Context: an optimization exercise on an open-source flow, tuned for small area, a short achievable clock period and few clock cycles per item. The choices shown serve that exercise and are no tape-out recipe. Only simulation tests tie the RTL to the original design; equivalence was not proved.

==> flow/design.v <==
package rac_pkg;
	localparam int COORD_W = 11;
	localparam int REG_W   = 12;
	localparam int EXT_W   = 11;
	localparam int COLOR_W = 8;
	localparam int SUM_W   = 30;
	localparam int CNT_W   = 23;
	localparam logic [1:0] REG_LEFT   = 2'd0;
	localparam logic [1:0] REG_TOP    = 2'd1;
	localparam logic [1:0] REG_WIDTH  = 2'd2;
	localparam logic [1:0] REG_HEIGHT = 2'd3;
endpackage
module rac_add #(
	parameter int W = 8
) (
	input  logic [W-1:0] a,
	input  logic [W-1:0] b,
	input  logic         cin,
	output logic [W-1:0] sum,
	output logic         cout
);
	localparam int L = $clog2(W);
	logic [W-1:0] p, g;
	logic [W-1:0] gg [L+1];
	logic [W-1:0] pp [L+1];
	always_comb begin
		p = a ^ b;
		g = a & b;
		gg[0] = g;
		pp[0] = p;
		gg[0][0] = g[0] | (p[0] & cin);
		for (int l = 0; l < L; l++) begin
			for (int i = 0; i < W; i++) begin
				if (((i >> l) & 1) == 1) begin
					gg[l+1][i] = gg[l][i] | (pp[l][i] & gg[l][((i >> l) << l) - 1]);
					pp[l+1][i] = pp[l][i] & pp[l][((i >> l) << l) - 1];
				end else begin
					gg[l+1][i] = gg[l][i];
					pp[l+1][i] = pp[l][i];
				end
			end
		end
		sum[0] = p[0] ^ cin;
		for (int i = 1; i < W; i++) begin
			sum[i] = p[i] ^ gg[L][i-1];
		end
		cout = gg[L][W-1];
	end
endmodule
module rac_inc #(
	parameter int W = 8
) (
	input  logic [W-1:0] a,
	input  logic         inc,
	output logic [W-1:0] sum
);
	localparam int L = $clog2(W);
	logic [W-1:0] pp [L+1];
	always_comb begin
		pp[0] = a;
		for (int l = 0; l < L; l++) begin
			for (int i = 0; i < W; i++) begin
				if (((i >> l) & 1) == 1) begin
					pp[l+1][i] = pp[l][i] & pp[l][((i >> l) << l) - 1];
				end else begin
					pp[l+1][i] = pp[l][i];
				end
			end
		end
		sum[0] = a[0] ^ inc;
		for (int i = 1; i < W; i++) begin
			sum[i] = a[i] ^ (inc & pp[L][i-1]);
		end
	end
endmodule
module rac_front (
	input  logic                        clk,
	input  logic                        arst_n,
	input  logic                        wr_lo,
	input  logic                        wr_ext,
	input  logic [rac_pkg::REG_W-1:0]   data,
	input  logic [rac_pkg::COORD_W-1:0] p,
	output logic [1:0]                  hit    
);
	logic [rac_pkg::COORD_W-1:0] lo_q;
	logic [rac_pkg::EXT_W-1:0]   ext_q;
	logic [rac_pkg::COORD_W:0]   hi_q;
	always_ff @(posedge clk or negedge arst_n) begin
		if (!arst_n) begin
			lo_q  <= '0;
			ext_q <= '0;
		end else begin
			if (wr_lo) begin
				lo_q <= data[rac_pkg::REG_W-1] ? '0 : data[rac_pkg::COORD_W-1:0];
			end
			if (wr_ext) begin
				ext_q <= data[rac_pkg::EXT_W-1:0];
			end
		end
	end
	always_ff @(posedge clk) begin
		hi_q <= {1'b0, lo_q} + {1'b0, ext_q};
	end
	assign hit[0] = p >= lo_q;
	assign hit[1] = {1'b0, p} <= hi_q;
endmodule
module rac_queue (
	input  logic                        clk,
	input  logic                        arst_n,
	input  logic                        take,
	input  logic [3:0]                  hit,
	input  logic [rac_pkg::COLOR_W-1:0] pixel_red,
	input  logic [rac_pkg::COLOR_W-1:0] pixel_green,
	input  logic [rac_pkg::COLOR_W-1:0] pixel_blue,
	input  logic                        last_pixel,
	output logic                        s_valid,
	output logic [3:0]                  s_hit,
	output logic [rac_pkg::COLOR_W-1:0] s_red,
	output logic [rac_pkg::COLOR_W-1:0] s_green,
	output logic [rac_pkg::COLOR_W-1:0] s_blue,
	output logic                        s_last
);
	always_ff @(posedge clk or negedge arst_n) begin
		if (!arst_n) begin
			s_valid <= 1'b0;
		end else begin
			s_valid <= take;
		end
	end
	always_ff @(posedge clk) begin
		s_hit   <= hit;
		s_red   <= pixel_red;
		s_green <= pixel_green;
		s_blue  <= pixel_blue;
		s_last  <= last_pixel;
	end
endmodule
module rac_accum (
	input  logic                        clk,
	input  logic                        clr,
	input  logic                        div,
	input  logic                        add,
	input  logic [rac_pkg::COLOR_W-1:0] color,
	input  logic [rac_pkg::SUM_W:0]     div_in,
	output logic [rac_pkg::SUM_W:0]     acc,
	output logic [rac_pkg::COLOR_W-1:0] mean
);
	localparam int SW = rac_pkg::SUM_W;
	localparam int MW = rac_pkg::COLOR_W;
	logic [SW:0] acc_q;
	logic        cy_q;
	logic [MW-1:0]    lo_sum;
	logic             lo_cy;
	logic [SW-MW-1:0] hi_sum;
	rac_add #(.W(MW)) u_lo (.a(acc_q[MW-1:0]), .b(color), .cin(1'b0), .sum(lo_sum), .cout(lo_cy));
	rac_inc #(.W(SW-MW)) u_hi (.a(acc_q[SW-1:MW]), .inc(cy_q), .sum(hi_sum));
	always_ff @(posedge clk) begin
		if (clr) begin
			acc_q <= '0;
			cy_q  <= 1'b0;
		end else if (div) begin
			acc_q <= div_in;
			cy_q  <= 1'b0;
		end else begin
			acc_q <= {1'b0, hi_sum, add ? lo_sum : acc_q[MW-1:0]};
			cy_q  <= add && lo_cy;
		end
	end
	assign acc  = acc_q;
	assign mean = acc_q[MW-1:0];
endmodule
module rac_step (
	input  logic [rac_pkg::SUM_W:0]   acc,
	input  logic                      sub,
	input  logic [rac_pkg::CNT_W-1:0] opnd,
	output logic [rac_pkg::SUM_W:0]   next
);
	localparam int SW = rac_pkg::SUM_W;
	localparam int CW = rac_pkg::CNT_W;
	localparam int LO = SW - CW;   
	logic [CW:0] rem;
	rac_add #(.W(CW+1)) u_add (
		.a    (acc[SW:LO]),
		.b    ({sub, opnd}),
		.cin  (sub),
		.sum  (rem),
		.cout ()
	);
	assign next = {rem[CW-1:0], acc[LO-1:0], !rem[CW]};
endmodule
module rac_div (
	input  logic       clk,
	input  logic       arst_n,
	input  logic       pixel_valid,
	input  logic       last_pixel,
	input  logic       cfg_wr_en,
	input  logic       s_valid,
	input  logic       s_last,
	input  logic       counted,
	input  logic       mean_ready,
	output logic       pixel_ready,
	output logic       take,
	output logic       clr,
	output logic       div,
	output logic       start,
	output logic       last,
	output logic       mean_valid,
	output logic       region_empty
);
	logic       open_q, open_n;
	logic       end_q;
	logic [4:0] step_q;
	assign take  = pixel_valid && pixel_ready;
	assign start = end_q && !region_empty;
	assign last  = step_q == '0;
	assign open_n = (open_q || clr || (mean_valid && mean_ready)) && !(take && last_pixel);
	always_ff @(posedge clk or negedge arst_n) begin
		if (!arst_n) begin
			pixel_ready <= 1'b0;
			open_q      <= 1'b0;
			clr         <= 1'b1;
			end_q       <= 1'b0;
			div         <= 1'b0;
			mean_valid  <= 1'b0;
		end else begin
			open_q      <= open_n;
			pixel_ready <= open_n && !cfg_wr_en;
			clr   <= mean_valid && mean_ready;
			end_q <= s_valid && s_last;
			if (start) begin
				div <= 1'b1;
			end else if (last) begin
				div <= 1'b0;
			end
			if (mean_valid && mean_ready) begin
				mean_valid <= 1'b0;
			end else if ((div && last) || (end_q && region_empty)) begin
				mean_valid <= 1'b1;
			end
		end
	end
	always_ff @(posedge clk) begin
		if (clr) begin
			region_empty <= 1'b1;
		end else if (counted) begin
			region_empty <= 1'b0;
		end
		if (div) begin
			step_q <= step_q - 1'b1;
		end else begin
			step_q <= 5'd23;
		end
	end
endmodule
module region_average_color_core (
	input  logic       clk,
	input  logic       arst_n,
	input  logic       cfg_wr_en,
	input  logic [1:0] cfg_index,
	input  logic [11:0] cfg_data,
	input  logic        pixel_valid,
	output logic        pixel_ready,
	input  logic [10:0] pixel_x,
	input  logic [10:0] pixel_y,
	input  logic [7:0]  pixel_blue,
	input  logic [7:0]  pixel_green,
	input  logic [7:0]  pixel_red,
	input  logic        last_pixel,
	output logic        mean_valid,
	input  logic        mean_ready,
	output logic [7:0]  mean_red,
	output logic [7:0]  mean_green,
	output logic [7:0]  mean_blue,
	output logic [22:0] inside_count,
	output logic        region_empty
);
	localparam int CW = rac_pkg::CNT_W;
	logic [1:0] in_x, in_y;
	rac_front u_fx (
		.clk    (clk),
		.arst_n (arst_n),
		.wr_lo  (cfg_wr_en && cfg_index == rac_pkg::REG_LEFT),
		.wr_ext (cfg_wr_en && cfg_index == rac_pkg::REG_WIDTH),
		.data   (cfg_data),
		.p      (pixel_x),
		.hit    (in_x)
	);
	rac_front u_fy (
		.clk    (clk),
		.arst_n (arst_n),
		.wr_lo  (cfg_wr_en && cfg_index == rac_pkg::REG_TOP),
		.wr_ext (cfg_wr_en && cfg_index == rac_pkg::REG_HEIGHT),
		.data   (cfg_data),
		.p      (pixel_y),
		.hit    (in_y)
	);
	logic        take, clr, div;
	logic        s_valid, s_last;
	logic [3:0]  s_hit;
	logic [7:0]  s_red, s_green, s_blue;
	rac_queue u_in (
		.clk         (clk),
		.arst_n      (arst_n),
		.take        (take),
		.hit         ({in_y, in_x}),
		.pixel_red   (pixel_red),
		.pixel_green (pixel_green),
		.pixel_blue  (pixel_blue),
		.last_pixel  (last_pixel),
		.s_valid     (s_valid),
		.s_hit       (s_hit),
		.s_red       (s_red),
		.s_green     (s_green),
		.s_blue      (s_blue),
		.s_last      (s_last)
	);
	localparam int SW = rac_pkg::SUM_W;
	logic [CW-1:0] tally_q, tally_next;
	logic          counted, start, last, sub_q, sub_n;
	logic [SW:0]   acc_r, acc_g, acc_b, step_b;
	assign counted = s_valid && (&s_hit) && !tally_q[CW-1];
	rac_inc #(.W(CW)) u_tally (.a(tally_q), .inc(counted), .sum(tally_next));
	assign sub_n = start || (div && !last && !acc_g[SW]);
	always_ff @(posedge clk) begin
		if (clr) begin
			tally_q <= '0;
		end else if (start || div) begin
			tally_q <= tally_q ^ {CW{sub_q ^ sub_n}};
		end else begin
			tally_q <= tally_next;
		end
		sub_q <= sub_n;
	end
	rac_step u_step (.acc(acc_b), .sub(sub_q), .opnd(tally_q), .next(step_b));
	rac_accum u_r (.clk(clk), .clr(clr), .div(div), .add(counted), .color(s_red),
		.div_in(step_b), .acc(acc_r), .mean(mean_red));
	rac_accum u_g (.clk(clk), .clr(clr), .div(div), .add(counted), .color(s_green),
		.div_in(acc_r), .acc(acc_g), .mean(mean_green));
	rac_accum u_b (.clk(clk), .clr(clr), .div(div), .add(counted), .color(s_blue),
		.div_in(acc_g), .acc(acc_b), .mean(mean_blue));
	rac_div u_ctl (
		.clk          (clk),
		.arst_n       (arst_n),
		.pixel_valid  (pixel_valid),
		.last_pixel   (last_pixel),
		.cfg_wr_en    (cfg_wr_en),
		.s_valid      (s_valid),
		.s_last       (s_last),
		.counted      (counted),
		.mean_ready   (mean_ready),
		.pixel_ready  (pixel_ready),
		.take         (take),
		.clr          (clr),
		.div          (div),
		.start        (start),
		.last         (last),
		.mean_valid   (mean_valid),
		.region_empty (region_empty)
	);
	assign inside_count = tally_q;
endmodule
Settings: LEC_CHECK=0, CAP_MARGIN=20, CORE_MARGIN=2, CORE_UTILIZATION=40, CTS_CLUSTER_DIAMETER=80, CTS_CLUSTER_SIZE=20, SETUP_SLACK_MARGIN=3.5, SLEW_MARGIN=20; clock period 6.0 ns.
standard.sh (not shown) runs the stock make flow with config.mk's settings and CLKGATE_MAP_FILE= SYNTH_SCRIPT=/design/flow/synth_recipe.tcl, a recipe that flattens the netlist after the stock synthesis.
==> flow/flow/run.sh <==
#!/bin/bash
# The standard layout (standard.sh, ORFS from synthesis to finish) with one
# change: the buffer placed on each input and output port is the plain
# sky130_fd_sc_hd__buf_1 instead of the delay cell buffer_ports picks by
# default. make's full output goes to standard.log; ORFS's per-step logs stay
# under orfs/logs/.
set -uo pipefail
export BUFFER_PORTS_ARGS="-buffer_cell sky130_fd_sc_hd__buf_1"
bash standard.sh > standard.log 2>&1
Testbench counts at the start, summed over its fixed seeds: cycles 226,409, pixels 216,409.
Change:
--- a/flow/design.v
+++ b/flow/design.v
@@ -99,38 +99,51 @@
 		end
 	end
 	always_ff @(posedge clk) begin
 		hi_q <= {1'b0, lo_q} + {1'b0, ext_q};
 	end
-	assign hit[0] = p >= lo_q;
-	assign hit[1] = {1'b0, p} <= hi_q;
+	rac_add #(.W(rac_pkg::COORD_W)) u_ge (
+		.a    (p),
+		.b    (~lo_q),
+		.cin  (1'b1),
+		.sum  (),
+		.cout (hit[0])
+	);
+	rac_add #(.W(rac_pkg::COORD_W+1)) u_le (
+		.a    (hi_q),
+		.b    (~{1'b0, p}),
+		.cin  (1'b1),
+		.sum  (),
+		.cout (hit[1])
+	);
 endmodule
 module rac_queue (
 	input  logic                        clk,
 	input  logic                        arst_n,
 	input  logic                        take,
-	input  logic [3:0]                  hit,
+	input  logic                        hit,
 	input  logic [rac_pkg::COLOR_W-1:0] pixel_red,
 	input  logic [rac_pkg::COLOR_W-1:0] pixel_green,
 	input  logic [rac_pkg::COLOR_W-1:0] pixel_blue,
 	input  logic                        last_pixel,
 	output logic                        s_valid,
-	output logic [3:0]                  s_hit,
+	output logic                        s_hit,
 	output logic [rac_pkg::COLOR_W-1:0] s_red,
 	output logic [rac_pkg::COLOR_W-1:0] s_green,
 	output logic [rac_pkg::COLOR_W-1:0] s_blue,
 	output logic                        s_last
 );
 	always_ff @(posedge clk or negedge arst_n) begin
 		if (!arst_n) begin
 			s_valid <= 1'b0;
+			s_hit   <= 1'b0;
 		end else begin
 			s_valid <= take;
+			s_hit   <= take && hit;
 		end
 	end
 	always_ff @(posedge clk) begin
-		s_hit   <= hit;
 		s_red   <= pixel_red;
 		s_green <= pixel_green;
 		s_blue  <= pixel_blue;
 		s_last  <= last_pixel;
 	end
@@ -293,18 +306,17 @@
 		.data   (cfg_data),
 		.p      (pixel_y),
 		.hit    (in_y)
 	);
 	logic        take, clr, div;
-	logic        s_valid, s_last;
-	logic [3:0]  s_hit;
+	logic        s_valid, s_hit, s_last;
 	logic [7:0]  s_red, s_green, s_blue;
 	rac_queue u_in (
 		.clk         (clk),
 		.arst_n      (arst_n),
 		.take        (take),
-		.hit         ({in_y, in_x}),
+		.hit         ((&in_x) && (&in_y)),
 		.pixel_red   (pixel_red),
 		.pixel_green (pixel_green),
 		.pixel_blue  (pixel_blue),
 		.last_pixel  (last_pixel),
 		.s_valid     (s_valid),
@@ -316,11 +328,11 @@
 	);
 	localparam int SW = rac_pkg::SUM_W;
 	logic [CW-1:0] tally_q, tally_next;
 	logic          counted, start, last, sub_q, sub_n;
 	logic [SW:0]   acc_r, acc_g, acc_b, step_b;
-	assign counted = s_valid && (&s_hit) && !tally_q[CW-1];
+	assign counted = s_hit && !tally_q[CW-1];
 	rac_inc #(.W(CW)) u_tally (.a(tally_q), .inc(counted), .sum(tally_next));
 	assign sub_n = start || (div && !last && !acc_g[SW]);
 	always_ff @(posedge clk) begin
 		if (clr) begin
 			tally_q <= '0;
Synthesized cell count is lower by about 4.4%.
Area after synthesis went down by about 3.6%.
Design area shrinks by about 1.1%.
Sequential share of layout area barely changes.
Clock skew decreases by 0.0078 ns.
Global-route usage increases by 0.16 points.
Maximum frequency is lower by about 5%.
Clock-buffer cell count went up by 1.
Routed wire length is lower by about 2%.
Testbench counts after the change, summed over its fixed seeds: cycles 226,409, pixels 216,409.

-- afterwards: timing with drivers on the ports --
In the flow no input, the clock included, has a driving cell. The finished layouts below were timed again as built, in two steps. Step 1 sets driving cells, clkbuf_16 on the clock port and buf_2 on the other inputs (assumed; they add their load-dependent delay and slew). Step 2 adds t to the input delays and takes it off the output delays; t is the mean of the earliest and latest rising clock arrival at the registers after step 1. Input paths then give back, and output paths get back, about the clock's delay inside the block. Three values: ideal, step 1, step 2; two values: the first two.
run	shift t [ns]	setup slack, ns	hold WS [ns]	worst setup path at the end	clock arrival spread, ns
the first run	0.544	3.381 / 3.381 / 3.157	0.408 / 0.408 / 0.408	input to register	0.033 / 0.033
the second run	0.535	3.247 / 3.247 / 3.081	0.411 / 0.411 / 0.411	input to register	0.028 / 0.028
After both steps setup and hold are still met in every run listed. The setup slack of the first run, which loses most, moves by 0.000 ns with the drivers and by -0.224 ns with both steps.
